Source: an optimization exercise on an open RTL-to-GDS flow (aim: small area and a short achievable clock period). Production flows keep margins and buffers that such runs may drop. The RTL was checked by simulation tests, not by an equivalence proof against the original design. Power and IR drop assume default switching activity. The flow treats the clock pin as an ideal source, which a real chip does not have.

// commit_trace_buffer
module commit_trace_buffer #(
   parameter int DEPTH      = 16,
   parameter int DROP_CNT_W = 16
) (
   input  logic                      clk,
   input  logic                      rst_n,
   input  logic                      commit_valid,
   input  logic [31:0]               commit_pc,
   input  logic [31:0]               commit_instr,
   input  logic [4:0]                commit_rd,
   input  logic [31:0]               commit_data,
   output logic                      trace_valid,
   input  logic                      trace_ready,
   output logic [31:0]               trace_pc,
   output logic [31:0]               trace_instr,
   output logic [4:0]                trace_rd,
   output logic [31:0]               trace_data,
   output logic [15:0]               trace_seq,
   input  logic                      flush,
   input  logic                      clear_stats,
   output logic                      overflow,
   output logic [DROP_CNT_W-1:0]     drop_count,
   output logic [63:0]               retired_count,
   output logic [$clog2(DEPTH):0]    fill_level
);
For scale: ~4,100 cells after synthesis, ~310 I/O pins, about 73,000 µm² of cells after synthesis.
==> flow/config.mk <==
export PLATFORM = sky130hd
export DESIGN_NAME = commit_trace_buffer
export DESIGN_NICKNAME = commit_trace_buffer
export VERILOG_FILES = /design/flow/design.v
export SDC_FILE = /design/flow/constraint.sdc
export NUM_CORES = 4
export LEC_CHECK = 0
export CAP_MARGIN = 20
export CORE_MARGIN = 2
export CORE_UTILIZATION = 60
export SETUP_SLACK_MARGIN = 2.9
export SLEW_MARGIN = 20
==> flow/constraint.sdc <==
create_clock -name core_clock -period 5.5 [get_ports {clk}]
set_input_delay 1.1000 -clock core_clock [delete_from_list [all_inputs] [get_ports {clk}]]
set_output_delay 1.1000 -clock core_clock [all_outputs]
set_load 0.01 [all_outputs]
run.sh (not shown) runs the stock make flow with config.mk's settings and CLKGATE_MAP_FILE= SYNTH_SCRIPT=/design/flow/synth_recipe.tcl, a recipe that flattens the netlist after the stock synthesis.
The first run went through all stages and came out clean.
Next try:
==> flow/flow/run.sh (new file) <==
#!/bin/bash
set -euo pipefail
bash standard.sh \
  BUFFER_PORTS_ARGS="-buffer_cell sky130_fd_sc_hd__buf_2" \
  CTS_ARGS="-sink_clustering_enable -repair_clock_nets -sink_clustering_size 30 -sink_clustering_max_diameter 80 -buf_list {sky130_fd_sc_hd__clkbuf_8 sky130_fd_sc_hd__clkbuf_16} -dont_use_dummy_load" \
  finish > standard_flow.log 2>&1
==> flow/standard.sh (new file) <==
#!/bin/bash
# synth_recipe.tcl (not shown) runs the flow's synth.tcl, then flattens the netlist and writes it again
# the make line also repeats each setting of config.mk as NAME=value (left out here)
make -C /OpenROAD-flow-scripts/flow DESIGN_CONFIG=/design/flow/config.mk WORK_HOME=/design/flow/orfs CLKGATE_MAP_FILE= SYNTH_SCRIPT=/design/flow/synth_recipe.tcl "${@:-finish}"
- CTS_BUF_LIST: unset -> sky130_fd_sc_hd__clkbuf_8 sky130_fd_sc_hd__clkbuf_16
- CTS_CLUSTER_DIAMETER: unset -> 80
- CTS_CLUSTER_SIZE: unset -> 30
removed: flow/run.sh
=> Design area drops by 7.5%. Fmax drops by about 1.9%. Sequential share of layout area climbs by 5.5 points. Core utilization drops by 5.3 points. Worst hold slack is better by 0.067 ns.


commit_trace_buffer, a different RTL version from the one above (not shown whole).
Size: roughly 4000 cells after synthesis, ~2000 flip-flops, ~310 I/O pins, roughly 73000 sq um of cells after synthesis.
clock: 5.5 ns
lec_check: 0
cap_margin: 20
core_margin: 2
core_utilization: 55
setup_slack_margin: 3.25
slew_margin: 20
standard.sh (not shown) runs the stock make flow with config.mk's settings and CLKGATE_MAP_FILE= SYNTH_SCRIPT=/design/flow/synth_recipe.tcl, a recipe that flattens the netlist after the stock synthesis.
==> flow/flow/run.sh <==
#!/bin/bash
set -euo pipefail
bash standard.sh \
  BUFFER_PORTS_ARGS="-buffer_cell sky130_fd_sc_hd__buf_2" \
  CTS_ARGS="-sink_clustering_enable -repair_clock_nets -sink_clustering_size 30 -sink_clustering_max_diameter 80 -buf_list {sky130_fd_sc_hd__clkbuf_8 sky130_fd_sc_hd__clkbuf_16} -dont_use_dummy_load" \
  finish > standard_flow.log 2>&1
Change:
CORE_UTILIZATION = 60   (was 55)
SETUP_SLACK_MARGIN = 3.3   (was 3.25)
=>
- routed wire length drops by 4.8%
- via count drops by 1.3%
- power drops by 1.2%
- design area drops by 0.44%
- non-clock buffer count drops by 22
- clock skew climbs by 3.9 ps
- global-route usage climbs by 1.2 points
- clock-buffer cell count drops by 5
Change:
SETUP_SLACK_MARGIN = 2.9   (was 3.3)
=>
- synthesized area stays the same
- global-route usage fell by 2.5 points
- via count goes down by a few percent
- register-to-register slack got worse by 360 ps
- synthesized cell count does not change
Change:
CORE_UTILIZATION = 72   (was 60)
PLACE_DENSITY = 0.8   (was not set)
SETUP_SLACK_MARGIN = 3.2   (was 2.9)
Wire length grows by 5.1%.
Die area shrinks by 16%.
First-iteration DRC count grows by 45%.
Fmax grows by 10%.


## rev 12
The RTL this note starts from:
==> flow/design.v <==
module commit_trace_buffer #(
   parameter int DEPTH      = 16,
   parameter int DROP_CNT_W = 16
) (
   input  logic                      clk,
   input  logic                      rst_n,
   input  logic                      commit_valid,
   input  logic [31:0]               commit_pc,
   input  logic [31:0]               commit_instr,
   input  logic [4:0]                commit_rd,
   input  logic [31:0]               commit_data,
   output logic                      trace_valid,
   input  logic                      trace_ready,
   output logic [31:0]               trace_pc,
   output logic [31:0]               trace_instr,
   output logic [4:0]                trace_rd,
   output logic [31:0]               trace_data,
   output logic [15:0]               trace_seq,
   input  logic                      flush,
   input  logic                      clear_stats,
   output logic                      overflow,
   output logic [DROP_CNT_W-1:0]     drop_count,
   output logic [63:0]               retired_count,
   output logic [$clog2(DEPTH):0]    fill_level
);
   localparam int AW = $clog2(DEPTH);
   localparam int RW = 32 + 32 + 5 + 32 + 16;    
   localparam int NS = DEPTH - 1;                
   logic [AW:0]           cnt_q;       
   logic                  valid_q;     
   logic                  more_q;      
   logic                  ge3_q;       
   logic                  full_q;      
   logic [NS-1:0]         wr_q;        
   logic [NS-1:0]         rs_q;        
   logic [15:0]           seq_q;
   logic                  overflow_q;
   logic [DROP_CNT_W-1:0] drop_cnt_q;
   logic [63:0]           retired_q;
   logic [RW-1:0] mem [NS];
   logic [RW-1:0] head_q;
   logic [RW-1:0] rec_in;
   logic [RW-1:0] head_d;
   logic [NS-1:0] we;
   logic pop, push, drop, to_store, adv;
   assign rec_in = {commit_pc, commit_instr, commit_rd, commit_data, seq_q};
   assign pop      = valid_q && trace_ready && !flush;
   assign push     = commit_valid && !flush && (!full_q || trace_ready);
   assign drop     = commit_valid && !flush && full_q && !trace_ready;
   assign to_store = more_q || (valid_q && !trace_ready);
   assign adv      = !valid_q || trace_ready;
   logic up, dn;
   assign up = push && !pop;
   assign dn = pop && !push;
   always_ff @(posedge clk or negedge rst_n) begin
      if (!rst_n) begin
         cnt_q   <= '0;
         valid_q <= 1'b0;
         more_q  <= 1'b0;
         ge3_q   <= 1'b0;
         full_q  <= 1'b0;
         wr_q    <= NS'(1);
         rs_q    <= '0;
      end else if (flush) begin
         cnt_q   <= '0;
         valid_q <= 1'b0;
         more_q  <= 1'b0;
         ge3_q   <= 1'b0;
         full_q  <= 1'b0;
         rs_q    <= '0;
      end else begin
         if (up) begin
            cnt_q   <= cnt_q + 1'b1;
            valid_q <= 1'b1;
            more_q  <= valid_q;
            ge3_q   <= more_q;
            full_q  <= (cnt_q == (AW+1)'(DEPTH - 1));
         end else if (dn) begin
            cnt_q   <= cnt_q - 1'b1;
            valid_q <= more_q;
            more_q  <= ge3_q;
            ge3_q   <= (cnt_q >= 4);
            full_q  <= 1'b0;
         end
         if (push && to_store) wr_q <= {wr_q[NS-2:0], wr_q[NS-1]};
         if (pop && more_q)
            rs_q <= (push || ge3_q) ? {rs_q[NS-2:0], rs_q[NS-1]} : '0;
         else if (push && to_store && !more_q)
            rs_q <= wr_q;
      end
   end
   always_comb begin
      head_d = ({RW{!adv}} & head_q) | ({RW{adv && !more_q}} & rec_in);
      for (int i = 0; i < NS; i++)
         head_d = head_d | ({RW{adv && rs_q[i]}} & mem[i]);
   end
   always_comb
      for (int i = 0; i < NS; i++)
         we[i] = (wr_q[i] && !full_q) || (wr_q[i] && full_q && trace_ready);
   always_ff @(posedge clk) begin
      for (int i = 0; i < NS; i++)
         if (we[i]) mem[i] <= rec_in;
      head_q <= head_d;
   end
   always_ff @(posedge clk or negedge rst_n) begin
      if (!rst_n) begin
         seq_q      <= '0;
         overflow_q <= 1'b0;
         drop_cnt_q <= '0;
         retired_q  <= '0;
      end else begin
         if (commit_valid) seq_q <= seq_q + 16'd1;
         if (clear_stats) begin
            overflow_q <= 1'b0;
            drop_cnt_q <= '0;
            retired_q  <= '0;
         end else begin
            if (drop) begin
               overflow_q <= 1'b1;
               if (drop_cnt_q != {DROP_CNT_W{1'b1}}) drop_cnt_q <= drop_cnt_q + 1'b1;
            end
            if (commit_valid) retired_q <= retired_q + 64'd1;
         end
      end
   end
   assign trace_valid   = valid_q;
   assign {trace_pc, trace_instr, trace_rd, trace_data, trace_seq} = head_q;
   assign overflow      = overflow_q;
   assign drop_count    = drop_cnt_q;
   assign retired_count = retired_q;
   assign fill_level    = cnt_q;
endmodule
clock: 5.5 ns
lec_check: 0
cap_margin: 20
core_margin: 2
core_utilization: 60
setup_slack_margin: 3.4
slew_margin: 20
Scripts as last shown in full above: flow/flow/run.sh
[inputs] rev 13 vs rev 12
Settings: SETUP_SLACK_MARGIN: 3.4 -> 3.15; CORE_UTILIZATION: 60 -> 65.
Notes after the runs:
The lower final core area utilization of rev 12 and rev 13 is in rev 12. | net switching power of the design | rev 13 vs rev 12 | better |. Compared with rev 12, in rev 13 overall routed net length -17000 um; overall fraction of global-route tracks in use was more or less identical; x dimension of the die went down; cell count dropped 5.1%; fraction of layout cells with a size suffix above 1 -6.0 points. Worst setup slack for rev 13 is lower than for rev 12.

separate check: timing with driven ports:
In the flow no input, the clock included, has a driving cell. The finished layouts below were timed again as built, in two steps.
Step 1 (the two cells are an assumption about what drives the block):
set clk [get_ports {clk}]
set_driving_cell -lib_cell sky130_fd_sc_hd__clkbuf_16 $clk
set_driving_cell -lib_cell sky130_fd_sc_hd__buf_2 [delete_from_list [all_inputs] $clk]
Step 2 also shifts input and output timing later by t, the mid clock arrival at the registers, as if the neighbouring blocks saw the same clock.
Three values: ideal ports, drivers, drivers and shift; two values: the first two.
run | t, ns | setup slack, ns | clock arrival spread, ns | worst register clock-pin slew, ns | pins driven straight from the clock port
the first run of note 1 | 0.889 | 2.816 / 2.774 / 2.073 | 0.034 / 0.033 | 0.07 / 0.07 | 1
the second run of note 1 | 0.772 | 2.765 / 2.827 / 2.056 | 0.066 / 0.067 | 0.12 / 0.12 | 1
the first run of note 2 | 0.790 | 3.061 / 2.980 / 2.378 | 0.061 / 0.062 | 0.12 / 0.12 | 1
the second run of note 2 | 0.758 | 3.115 / 3.037 / 2.473 | 0.084 / 0.083 | 0.12 / 0.12 | 1
the third run of note 2 | 0.758 | 2.828 / 2.810 / 2.052 | 0.069 / 0.070 | 0.12 / 0.12 | 1
the fourth run of note 2 | 0.772 | 3.071 / 3.041 / 2.345 | 0.054 / 0.053 | 0.12 / 0.12 | 1
rev 12 | 0.761 | 3.119 / 3.041 / 2.508 | 0.068 / 0.068 | 0.12 / 0.12 | 1
rev 13 | 0.767 | 2.979 / 3.008 / 2.263 | 0.068 / 0.068 | 0.12 / 0.12 | 1
After both steps setup and hold are still met in every run listed. For the third run of note 2, which loses most, drivers alone change the setup slack by -0.018 ns; drivers and shift together by -0.776 ns.
